Background: an optimization exercise with open tools, aiming at small area, a short achievable clock period and few clock cycles. Do not read the settings as production practice.
RTL that was checked went through simulation tests only; none was proved equivalent to the original.
Power is estimated from default activity; no workload was simulated. No driver is modelled on the clock port, so clocking that relies on it looks cheaper here than on a real chip.

==> inputs of wip/juniper <==
==> flow/design.v <==
`timescale 1ns/1ps
`default_nettype none
package pcie_queue_pkg;
    localparam int DWORD_W       = 32;
    localparam int PCIE_ADDR_W   = 18;
    localparam int PAGE_LSB      = 12;
    localparam int LINE_LSB      = 6;
    localparam int REGS_PER_PAGE = 4;
    localparam int DEF_NB_QUEUES = 8;
    localparam int RB_BRAM_OFFSET = 512;
endpackage
`default_nettype wire
`timescale 1ns/1ps
`default_nettype none
module queue_rr_counter (
    input  logic       pcie_clk,
    input  logic       pcie_reset_n,
    input  logic [4:0] nb_queues,
    input  logic       advance,
    output logic [2:0] cur_queue,
    output logic [2:0] next_queue
);
    logic last_queue;
    assign last_queue = ({2'b00, next_queue} + 5'd1 >= nb_queues) || (next_queue == 3'd7);
    always_ff @(posedge pcie_clk) begin
        if (!pcie_reset_n) begin
            cur_queue  <= 3'd0;
            next_queue <= (nb_queues > 5'd1) ? 3'd1 : 3'd0;
        end else if (advance) begin
            cur_queue  <= next_queue;
            next_queue <= last_queue ? 3'd0 : next_queue + 3'd1;
        end
    end
endmodule
`default_nettype wire
`timescale 1ns/1ps
`default_nettype none
module queue_switch_fsm (
    input  logic        pcie_clk,
    input  logic        pcie_reset_n,
    input  logic [4:0]  nb_queues,
    input  logic        dma_done,
    output logic [2:0]  cur_queue,
    output logic [7:0]  cur_onehot,
    output logic [7:0]  view_onehot
);
    logic [2:0] next_queue;
    queue_rr_counter u_rr_counter (
        .pcie_clk     (pcie_clk),
        .pcie_reset_n (pcie_reset_n),
        .nb_queues    (nb_queues),
        .advance      (dma_done),
        .cur_queue    (cur_queue),
        .next_queue   (next_queue)
    );
    always_comb begin
        for (int q = 0; q < 8; q++) begin
            cur_onehot[q]  = (cur_queue == 3'(q));
            view_onehot[q] = dma_done ? (next_queue == 3'(q)) : (cur_queue == 3'(q));
        end
    end
endmodule
`default_nettype wire
`timescale 1ns/1ps
`default_nettype none
module queue_reg_file (
    input  logic           pcie_clk,
    input  logic           pcie_reset_n,
    input  logic [17:0]    pcie_address,
    input  logic           pcie_write,
    input  logic [511:0]   pcie_writedata,
    input  logic [63:0]    pcie_byteenable,
    input  logic           dma_done,
    input  logic [31:0]    new_tail,
    input  logic [7:0]     cur_onehot,
    input  logic [7:0]     view_onehot,
    input  logic [7:0]     rd_onehot,
    output logic [127:0]   rd_words,
    output logic [31:0]    active_tail,
    output logic [31:0]    active_head,
    output logic [63:0]    active_kmem_addr
);
    logic [31:0] regs  [8][4];
    logic [3:0]  valid [8];
    logic [3:0]  we    [8];
    logic [3:0]  vsel  [8];
    logic [3:0]  rsel  [8];
    logic [127:0] view;
    for (genvar q = 0; q < 8; q++) begin : g_wdec
        page_write_decode #(.PAGE(q)) u_wdec (
            .pcie_write      (pcie_write),
            .pcie_address    (pcie_address[17:12]),
            .pcie_byteenable (pcie_byteenable[15:4]),
            .we              (we[q][3:1])
        );
        assign we[q][0] = dma_done && cur_onehot[q];
    end
    always_ff @(posedge pcie_clk) begin
        for (int q = 0; q < 8; q++) begin
            if (we[q][0]) regs[q][0] <= new_tail;
            for (int j = 1; j < 4; j++) begin
                if (we[q][j]) regs[q][j] <= pcie_writedata[32*j +: 32];
            end
        end
    end
    always_ff @(posedge pcie_clk) begin
        for (int q = 0; q < 8; q++) begin
            if (!pcie_reset_n) valid[q] <= 4'd0;
            else               valid[q] <= valid[q] | we[q];
        end
    end
    always_comb begin
        for (int q = 0; q < 8; q++) begin
            for (int j = 0; j < 4; j++) begin
                vsel[q][j] = view_onehot[q] && valid[q][j] && pcie_reset_n;
                rsel[q][j] = rd_onehot[q] && valid[q][j];
            end
        end
    end
    for (genvar j = 0; j < 4; j++) begin : g_dword
        onehot_mux8 u_view_mux (
            .d0 (regs[0][j]), .d1 (regs[1][j]), .d2 (regs[2][j]), .d3 (regs[3][j]),
            .d4 (regs[4][j]), .d5 (regs[5][j]), .d6 (regs[6][j]), .d7 (regs[7][j]),
            .sel ({vsel[7][j], vsel[6][j], vsel[5][j], vsel[4][j],
                   vsel[3][j], vsel[2][j], vsel[1][j], vsel[0][j]}),
            .y   (view[32*j +: 32])
        );
        onehot_mux8 u_read_mux (
            .d0 (regs[0][j]), .d1 (regs[1][j]), .d2 (regs[2][j]), .d3 (regs[3][j]),
            .d4 (regs[4][j]), .d5 (regs[5][j]), .d6 (regs[6][j]), .d7 (regs[7][j]),
            .sel ({rsel[7][j], rsel[6][j], rsel[5][j], rsel[4][j],
                   rsel[3][j], rsel[2][j], rsel[1][j], rsel[0][j]}),
            .y   (rd_words[32*j +: 32])
        );
    end
    always_ff @(posedge pcie_clk) begin
        active_tail      <= view[31:0];
        active_head      <= view[63:32];
        active_kmem_addr <= view[127:64];
    end
endmodule
module page_write_decode #(
    parameter int PAGE = 0
) (
    input  logic        pcie_write,
    input  logic [5:0]  pcie_address,
    input  logic [11:0] pcie_byteenable,
    output logic [3:1]  we
);
    logic hit;
    assign hit = pcie_write && (pcie_address == 6'(PAGE));
    always_comb begin
        for (int j = 1; j < 4; j++) we[j] = hit && (&pcie_byteenable[4*(j-1) +: 4]);
    end
endmodule
module onehot_mux8 (
    input  logic [31:0] d0, d1, d2, d3, d4, d5, d6, d7,
    input  logic [7:0]  sel,
    output logic [31:0] y
);
    logic [31:0] n0, n1, n2;
    aoi_sel3 u_g0 (.d0(d0), .d1(d1), .d2(d2), .s(sel[2:0]), .y_n(n0));
    aoi_sel3 u_g1 (.d0(d3), .d1(d4), .d2(d5), .s(sel[5:3]), .y_n(n1));
    aoi_sel2 u_g2 (.d0(d6), .d1(d7), .s(sel[7:6]), .y_n(n2));
    assign y = ~(n0 & n1 & n2);
endmodule
module aoi_sel3 (
    input  logic [31:0] d0, d1, d2,
    input  logic [2:0]  s,
    output logic [31:0] y_n
);
    assign y_n = ~((d0 & {32{s[0]}}) | (d1 & {32{s[1]}}) | (d2 & {32{s[2]}}));
endmodule
module aoi_sel2 (
    input  logic [31:0] d0, d1,
    input  logic [1:0]  s,
    output logic [31:0] y_n
);
    assign y_n = ~((d0 & {32{s[0]}}) | (d1 & {32{s[1]}}));
endmodule
`default_nettype wire
`timescale 1ns/1ps
`default_nettype none
module pio_read_path (
    input  logic           pcie_clk,
    input  logic           pcie_reset_n,
    input  logic [17:0]    pcie_address,
    input  logic           pcie_read,
    input  logic [127:0]   rd_words,
    input  logic [511:0]   frb_readdata,
    input  logic           frb_readvalid,
    output logic [7:0]     rd_onehot,
    output logic           frb_read,
    output logic [11:0]    frb_address,
    output logic [511:0]   pcie_readdata,
    output logic           pcie_readdatavalid
);
    logic         reg_region;
    logic [2:0]   rd_page;
    logic         rd_r1;
    logic         rd_r2;
    logic [127:0] page_data;
    assign reg_region = (pcie_address[17:15] == 3'd0);
    frb_request u_frb_request (
        .pcie_read    (pcie_read),
        .pcie_address (pcie_address[17:6]),
        .frb_read     (frb_read),
        .frb_address  (frb_address)
    );
    always_ff @(posedge pcie_clk) begin
        rd_page <= pcie_address[14:12];
        if (!pcie_reset_n) begin
            rd_r1 <= 1'b0;
            rd_r2 <= 1'b0;
        end else begin
            rd_r1 <= pcie_read && reg_region;
            rd_r2 <= rd_r1;
        end
    end
    always_comb begin
        for (int q = 0; q < 8; q++) rd_onehot[q] = rd_r1 && (rd_page == 3'(q));
    end
    always_ff @(posedge pcie_clk) begin
        page_data <= rd_words;
    end
    always_ff @(posedge pcie_clk) begin
        if (!pcie_reset_n) pcie_readdatavalid <= 1'b0;
        else               pcie_readdatavalid <= rd_r2 || frb_readvalid;
        pcie_readdata[127:0]   <= page_data | (frb_readdata[127:0] & {128{!rd_r2}});
        pcie_readdata[511:128] <= frb_readdata[511:128] & {384{!rd_r2}};
    end
endmodule
module frb_request (
    input  logic        pcie_read,
    input  logic [11:0] pcie_address,
    output logic        frb_read,
    output logic [11:0] frb_address
);
    logic in_regs;
    frb_region_check u_region (
        .a       (pcie_address[11:9]),
        .in_regs (in_regs)
    );
    assign frb_read         = pcie_read && !in_regs;
    assign frb_address[8:0] = pcie_address[8:0];
    assign frb_address[9]   = !pcie_address[9];
    assign frb_address[10]  = !(pcie_address[10] ^ pcie_address[9]);
    frb_line_msb u_msb (
        .a   (pcie_address[11:9]),
        .msb (frb_address[11])
    );
endmodule
module frb_region_check (
    input  logic [2:0] a,
    output logic       in_regs
);
    assign in_regs = !(a[2] || a[1] || a[0]);
endmodule
module frb_line_msb (
    input  logic [2:0] a,
    output logic       msb
);
    assign msb = a[2] && (a[1] || a[0]);
endmodule
`default_nettype wire
`timescale 1ns/1ps
`default_nettype none
module pcie_queue_top (
    input  logic           pcie_clk,
    input  logic           pcie_reset_n,
    input  logic [4:0]     nb_queues,
    input  logic [17:0]    pcie_address,
    input  logic           pcie_write,
    input  logic           pcie_read,
    input  logic [511:0]   pcie_writedata,
    input  logic [63:0]    pcie_byteenable,
    output logic [511:0]   pcie_readdata,
    output logic           pcie_readdatavalid,
    input  logic           dma_done,
    input  logic [31:0]    new_tail,
    output logic [2:0]     active_queue,
    output logic [31:0]    active_tail,
    output logic [31:0]    active_head,
    output logic [63:0]    active_kmem_addr,
    output logic           frb_read,
    output logic [11:0]    frb_address,
    input  logic [511:0]   frb_readdata,
    input  logic           frb_readvalid
);
    logic [7:0]   cur_onehot;
    logic [7:0]   view_onehot;
    logic [7:0]   rd_onehot;
    logic [127:0] rd_words;
    queue_switch_fsm u_switch_fsm (
        .pcie_clk     (pcie_clk),
        .pcie_reset_n (pcie_reset_n),
        .nb_queues    (nb_queues),
        .dma_done     (dma_done),
        .cur_queue    (active_queue),
        .cur_onehot   (cur_onehot),
        .view_onehot  (view_onehot)
    );
    queue_reg_file u_reg_file (
        .pcie_clk         (pcie_clk),
        .pcie_reset_n     (pcie_reset_n),
        .pcie_address     (pcie_address),
        .pcie_write       (pcie_write),
        .pcie_writedata   (pcie_writedata),
        .pcie_byteenable  (pcie_byteenable),
        .dma_done         (dma_done),
        .new_tail         (new_tail),
        .cur_onehot       (cur_onehot),
        .view_onehot      (view_onehot),
        .rd_onehot        (rd_onehot),
        .rd_words         (rd_words),
        .active_tail      (active_tail),
        .active_head      (active_head),
        .active_kmem_addr (active_kmem_addr)
    );
    pio_read_path u_read_path (
        .pcie_clk           (pcie_clk),
        .pcie_reset_n       (pcie_reset_n),
        .pcie_address       (pcie_address),
        .pcie_read          (pcie_read),
        .rd_words           (rd_words),
        .frb_readdata       (frb_readdata),
        .frb_readvalid      (frb_readvalid),
        .rd_onehot          (rd_onehot),
        .frb_read           (frb_read),
        .frb_address        (frb_address),
        .pcie_readdata      (pcie_readdata),
        .pcie_readdatavalid (pcie_readdatavalid)
    );
endmodule
`default_nettype wire
==> flow/flow/run.sh <==
#!/bin/bash
# Standard ORFS layout, with the port buffers made of the smallest buffer cell
# (every input and output port still gets its own buffer), the IO pins
# allowed on every routing track so the die can be smaller, and a clock tree
# built without dummy balancing loads.
set -euo pipefail
cd "$(dirname "$0")/.."
bash standard.sh \
  "BUFFER_PORTS_ARGS=-buffer_cell sky130_fd_sc_hd__buf_1" \
  "PLACE_PINS_ARGS=-min_distance 1 -min_distance_in_tracks" \
  "CTS_ARGS=-sink_clustering_enable -repair_clock_nets -sink_clustering_size 30 -sink_clustering_max_diameter 80 -dont_use_dummy_load" \
  finish > make_finish.log 2>&1
==> flow/standard.sh <==
#!/bin/bash
# synth_recipe.tcl (not shown) runs the flow's synth.tcl, then flattens the netlist and writes it again
# the make line also repeats each setting of config.mk as NAME=value (left out here)
make -C /OpenROAD-flow-scripts/flow DESIGN_CONFIG=/design/flow/config.mk WORK_HOME=/design/flow/orfs CLKGATE_MAP_FILE= SYNTH_SCRIPT=/design/flow/synth_recipe.tcl "${@:-finish}"
==> flow/config.mk <==
export PLATFORM = sky130hd
export DESIGN_NAME = pcie_queue_top
export DESIGN_NICKNAME = pcie_queue_top
export VERILOG_FILES = /design/flow/design.v
export SDC_FILE = /design/flow/constraint.sdc
export NUM_CORES = 4
export LEC_CHECK = 0
export CAP_MARGIN = 20
export CORE_AREA = 15 15 345 345
export CTS_CLUSTER_DIAMETER = 80
export CTS_CLUSTER_SIZE = 30
export DIE_AREA = 0 0 360 360
export SETUP_SLACK_MARGIN = 2.65
export SLEW_MARGIN = 20
export SYNTH_HIERARCHICAL = 1
==> flow/constraint.sdc <==
create_clock -name core_clock -period 5.0 [get_ports {pcie_clk}]
set_input_delay 1.0000 -clock core_clock [delete_from_list [all_inputs] [get_ports {pcie_clk}]]
set_output_delay 1.0000 -clock core_clock [all_outputs]
set_load 0.01 [all_outputs]
==> inputs of wip/delta, as changes to wip/juniper <==
--- a/flow/design.v
+++ b/flow/design.v
@@ -83,16 +83,17 @@
     logic [31:0] regs  [8][4];
     logic [3:0]  valid [8];
+    logic        wr_hit;
     logic [3:0]  we    [8];
     logic [3:0]  vsel  [8];
     logic [3:0]  rsel  [8];
     logic [127:0] view;
-    for (genvar q = 0; q < 8; q++) begin : g_wdec
-        page_write_decode #(.PAGE(q)) u_wdec (
-            .pcie_write      (pcie_write),
-            .pcie_address    (pcie_address[17:12]),
-            .pcie_byteenable (pcie_byteenable[15:4]),
-            .we              (we[q][3:1])
-        );
-        assign we[q][0] = dma_done && cur_onehot[q];
+    assign wr_hit = pcie_write && (pcie_address[17:15] == 3'd0);
+    always_comb begin
+        for (int q = 0; q < 8; q++) begin
+            we[q][0] = dma_done && cur_onehot[q];
+            for (int j = 1; j < 4; j++) begin
+                we[q][j] = wr_hit && (pcie_address[14:12] == 3'(q)) && (&pcie_byteenable[4*j +: 4]);
+            end
+        end
     end
     always_ff @(posedge pcie_clk) begin
@@ -140,18 +141,4 @@
     end
 endmodule
-module page_write_decode #(
-    parameter int PAGE = 0
-) (
-    input  logic        pcie_write,
-    input  logic [5:0]  pcie_address,
-    input  logic [11:0] pcie_byteenable,
-    output logic [3:1]  we
-);
-    logic hit;
-    assign hit = pcie_write && (pcie_address == 6'(PAGE));
-    always_comb begin
-        for (int j = 1; j < 4; j++) we[j] = hit && (&pcie_byteenable[4*(j-1) +: 4]);
-    end
-endmodule
 module onehot_mux8 (
     input  logic [31:0] d0, d1, d2, d3, d4, d5, d6, d7,
@@ -159,23 +146,6 @@
     output logic [31:0] y
 );
-    logic [31:0] n0, n1, n2;
-    aoi_sel3 u_g0 (.d0(d0), .d1(d1), .d2(d2), .s(sel[2:0]), .y_n(n0));
-    aoi_sel3 u_g1 (.d0(d3), .d1(d4), .d2(d5), .s(sel[5:3]), .y_n(n1));
-    aoi_sel2 u_g2 (.d0(d6), .d1(d7), .s(sel[7:6]), .y_n(n2));
-    assign y = ~(n0 & n1 & n2);
-endmodule
-module aoi_sel3 (
-    input  logic [31:0] d0, d1, d2,
-    input  logic [2:0]  s,
-    output logic [31:0] y_n
-);
-    assign y_n = ~((d0 & {32{s[0]}}) | (d1 & {32{s[1]}}) | (d2 & {32{s[2]}}));
-endmodule
-module aoi_sel2 (
-    input  logic [31:0] d0, d1,
-    input  logic [1:0]  s,
-    output logic [31:0] y_n
-);
-    assign y_n = ~((d0 & {32{s[0]}}) | (d1 & {32{s[1]}}));
+    assign y = (d0 & {32{sel[0]}}) | (d1 & {32{sel[1]}}) | (d2 & {32{sel[2]}}) | (d3 & {32{sel[3]}})
+             | (d4 & {32{sel[4]}}) | (d5 & {32{sel[5]}}) | (d6 & {32{sel[6]}}) | (d7 & {32{sel[7]}});
 endmodule
 `default_nettype wire
@@ -202,10 +172,6 @@
     logic [127:0] page_data;
     assign reg_region = (pcie_address[17:15] == 3'd0);
-    frb_request u_frb_request (
-        .pcie_read    (pcie_read),
-        .pcie_address (pcie_address[17:6]),
-        .frb_read     (frb_read),
-        .frb_address  (frb_address)
-    );
+    assign frb_read    = pcie_read && !reg_region;
+    assign frb_address = {pcie_address[17:15] - 3'd1, pcie_address[14:6]};
     always_ff @(posedge pcie_clk) begin
         rd_page <= pcie_address[14:12];
@@ -231,36 +197,4 @@
     end
 endmodule
-module frb_request (
-    input  logic        pcie_read,
-    input  logic [11:0] pcie_address,
-    output logic        frb_read,
-    output logic [11:0] frb_address
-);
-    logic in_regs;
-    frb_region_check u_region (
-        .a       (pcie_address[11:9]),
-        .in_regs (in_regs)
-    );
-    assign frb_read         = pcie_read && !in_regs;
-    assign frb_address[8:0] = pcie_address[8:0];
-    assign frb_address[9]   = !pcie_address[9];
-    assign frb_address[10]  = !(pcie_address[10] ^ pcie_address[9]);
-    frb_line_msb u_msb (
-        .a   (pcie_address[11:9]),
-        .msb (frb_address[11])
-    );
-endmodule
-module frb_region_check (
-    input  logic [2:0] a,
-    output logic       in_regs
-);
-    assign in_regs = !(a[2] || a[1] || a[0]);
-endmodule
-module frb_line_msb (
-    input  logic [2:0] a,
-    output logic       msb
-);
-    assign msb = a[2] && (a[1] || a[0]);
-endmodule
 `default_nettype wire
 `timescale 1ns/1ps
==> flow/run.sh (new file) <==
#!/bin/bash
# synth_recipe.tcl (not shown) runs the flow's synth.tcl, then flattens the netlist and writes it again
# the make line also repeats each setting of config.mk as NAME=value (left out here)
make -C /OpenROAD-flow-scripts/flow DESIGN_CONFIG=/design/flow/config.mk WORK_HOME=/design/flow/orfs CLKGATE_MAP_FILE= SYNTH_SCRIPT=/design/flow/synth_recipe.tcl finish
Settings changed: CORE_AREA 15 15 345 345 to 10 10 410 410, CTS_CLUSTER_DIAMETER 80 to not set, CTS_CLUSTER_SIZE 30 to not set, DIE_AREA 0 0 360 360 to 0 0 420 420, SETUP_SLACK_MARGIN 2.65 to not set.
removed: flow/flow/run.sh
removed: flow/standard.sh
==> impl_results.md <==
- Seq pwr: 16.4 mW
- Initial Util: 58.14%
- FF-to-FF Start: u_switch_fsm.u_rr_counter.next_queue[2]
- WP data required: 4.00 ns
- Largest net degree at the start of global routing: 220
- Hold Buf Count CTS: 0
- CP delay by family, top: buffers and inverters
- Critical Path Start Type: input port
- Status: finished clean
- Slew @ Worst Pin: 1.167 ns
- Final Core Density: 65.65%
That was wip/juniper.
==> impl_results.md <==
- Seq cells post-synth: 1,836
- Post-synth EDFFs: 1,027
- Status: aborted with a tool error
- Synth Area in Compound Gates: 14.50%
- Synthesized area per cell: 15.22 µm²
- Mapped cell area: 63,330 µm²
- Synth top area share: 48.70%
- Synth Area in Simple Gates: 8.156%
- Initial Util: 39.89%
- Post-synthesis xor/xnor area fraction: 0.01383%
- Top_reg_cell synth: edfxtp_1
- Count leader, synth: edfxtp_1
- Die Ht: 420 µm
- Log Error: [ERROR PPL-0024] Number of IO pins (1806) exceeds maximum number of available positions (1520). Increase the die perimeter from 1680.00um to 2456.16um.
- Ys Warns: 20
- Die width: 420 µm
- Syn nets: 5,319
- Fail Step: I/O pin placement
- Synth top cells by count: edfxtp_1 (1,027), a22oi_1 (1,024), dfxtp_1 (809)
- Cell variety after synth: 42
That was wip/delta.
Testbench counts of wip/juniper, summed over its fixed seeds: cycles 3,208.
For wip/delta, only the layout was checked, not whether the RTL still works.

[re-timing with driven ports]
Ports are ideal in the flow. The routed layout listed here was re-timed in OpenROAD. Step 1 (the two cells are an assumption about what drives the block):
set clk [get_ports {pcie_clk}]
set_driving_cell -lib_cell sky130_fd_sc_hd__clkbuf_16 $clk
set_driving_cell -lib_cell sky130_fd_sc_hd__buf_2 [delete_from_list [all_inputs] $clk]
Step 2 moves the port delays by t, midway between the first and last clock arrival at a register: inputs arrive t later, outputs are due t later. That takes back most of the time a late clock gives input paths. Slacks: ideal ports / drivers / drivers and shift; pairs: ideal ports / drivers.
run: wip/juniper
t (ns): 0.759
setup slack, ns: 2.540 / 2.483 / 1.796
clock arrival spread, ns: 0.050 / 0.050
worst register clock-pin slew, ns: 0.12 / 0.12
After both steps setup and hold are still met in wip/juniper. For wip/juniper, drivers alone change the setup slack by -0.057 ns; drivers and shift together by -0.744 ns.
